This design comes from an exercise in tuning for small area, a short achievable clock period and few clock cycles on the open sky130 flow, not from production work.

Setup of v23:
Design integer_to_padded_ascii, start of the top module:
module integer_to_padded_ascii #(
  parameter int MAX_FIELD  = itap_pkg::DEF_MAX_FIELD,
  parameter int VALUE_BITS = itap_pkg::DEF_VALUE_BITS
) (
  input  logic                             clk_i,
  input  logic                             rst_ni,
  input  logic                             s_axis_tvalid,
  output logic                             s_axis_tready,
  input  logic [itap_pkg::IN_TDATA_W-1:0]  s_axis_tdata,
  input  logic [itap_pkg::IN_TUSER_W-1:0]  s_axis_tuser,
  output logic                             m_axis_tvalid,
  input  logic                             m_axis_tready,
  output logic [itap_pkg::OUT_TDATA_W-1:0] m_axis_tdata,
  output logic                             m_axis_tlast
);
Settings: LEC_CHECK=0, ABC_AREA=1, CAP_MARGIN=20, CORE_MARGIN=2, CORE_UTILIZATION=40, SLEW_MARGIN=20; clock period 8.0 ns.
standard.sh (not shown) runs the stock make flow with config.mk's settings and CLKGATE_MAP_FILE= SYNTH_SCRIPT=/design/flow/synth_recipe.tcl, a recipe that flattens the netlist after the stock synthesis.
==> flow/flow/run.sh <==
#!/bin/bash
# The standard layout (the standard.sh, unchanged synthesis) with two
# changes to how the layout is optimised: the port buffers are plain
# buf_2 cells instead of the delay-cell default, and timing repair aims for a
# larger setup margin. Each make run logs to a file of its own here.
set -euo pipefail
export BUFFER_PORTS_ARGS="-buffer_cell sky130_fd_sc_hd__buf_2"
export SETUP_SLACK_MARGIN="${FLOW_SETUP_MARGIN:-5.0}"
bash standard.sh synth > make_synth.log 2>&1
bash standard.sh finish > make_finish.log 2>&1
Here is what was changed in the inputs of v30 compared with v23.
--- a/flow/design.v
+++ b/flow/design.v
@@ -175,13 +175,13 @@
       if (nz[g]) lz_in = 4'(g);
     end
   end
   typedef enum logic [1:0] {Q_IDLE, Q_FETCH, Q_FDONE, Q_UNDEF} q_state_e;
   q_state_e   q_st, q_st_n;
   logic       q_neg, q_hex, q_hex_n, q_first, q_first_n, qs, qs_n;
-  logic [3:0] q_lz, q_g, q_g_n;
+  logic [3:0] q_lz, q_g, q_g_n, q_g_f;
   logic       tready_q, tready_n, accept, prep;
   logic       f_valid, f_valid_n, f_first, f_first_n, f_last;
   logic [3:0] f_nib;
   logic [3:0] idx, nib, mag;
   logic       fetch, consume, q_ready, q_ready_n, c_start;
   assign accept = tready_q && s_axis_tvalid;
@@ -324,12 +324,13 @@
       f_first_n = q_first;
       q_first_n = 1'b0;
       q_g_n     = idx - 4'd1;
       if (idx == 4'd0) q_st_n = Q_FDONE;
     end
     if (c_start) qs_n = 1'b1;
+    q_g_f = q_g_n;
     if (prep) begin
       q_first_n = 1'b1;
       q_g_n     = h_in;
       q_hex_n   = ishex_in;
       if (isdec_in)      q_st_n = Q_FETCH;
       else if (ishex_in) q_st_n = Q_FDONE;
@@ -340,13 +341,13 @@
       qs_n   = 1'b0;
     end
     q_ready_n = !qs_n && ((f_valid_n && f_first_n) || ((q_st_n == Q_FDONE) && q_hex_n));
     c_start_n = q_ready_n && ((c_st_n == C_IDLE) || handoff_n);
     tready_n  = (q_st_n == Q_UNDEF) ||
                 (((q_st_n == Q_FDONE) ||
-                  ((q_st_n == Q_FETCH) && !q_first_n && (q_g_n == 4'd0))) &&
+                  ((q_st_n == Q_FETCH) && !q_first_n && (q_g_f == 4'd0))) &&
                  (qs_n || (q_ready_n && (c_st_n == C_IDLE))));
   end
   always_ff @(posedge clk_i or negedge rst_ni) begin
     if (!rst_ni) begin
       q_st     <= Q_IDLE;
       q_first  <= 1'b0;
Findings:
- Where post-synth design cell area is concerned, v23 is outperformed by v30.
- s_axis_tdata[63] as the timing startpoint of the critical path was reported by v23, and acc[8] by v30.
- The design area number comes out lower for v23 vs v30.
- Changes observed in v30 relative to v23: worst slew slack as a fraction of its limit went down.
- Changes observed in v30 relative to v23: placed wire-length estimate decreased by 480 µm relative to the old numbers, buffering overhead decreased by 0.17 points relative to the old numbers, average wire per standard cell went down, first-pass GRT wire length held.
- v23 -> v30: global-route usage flat
- Mean post-synth cell area sits lower in v30 than in v23.
- Setup slack in v30 is larger than in v23.
No functional check of the RTL was part of any run of this note.

==> static timing again, ports no longer ideal <==
How much do the figures lean on ideal ports? The routed layouts below were timed once more, with nothing changed but the port constraints.
Step 1 assumes that a clkbuf_16 drives the clock port and a buf_2 every other input.
Step 2, shift: input delay + t, output delay - t, t = (earliest + latest rising clock arrival at the registers) / 2. This alone moves slack from input paths to output paths.
Slacks: ideal ports / drivers / drivers and shift; pairs: ideal ports / drivers.
run | t (ns) | slack for setup (ns) | worst setup path at the end
v23 | 0.619 | 4.924 / 4.947 / 4.327 | input to register
v30 | 0.583 | 5.025 / 5.025 / 4.557 | input to register
After both steps setup and hold are still met in every run listed. For v23, which loses most, drivers alone change the setup slack by +0.023 ns; drivers and shift together by -0.597 ns.
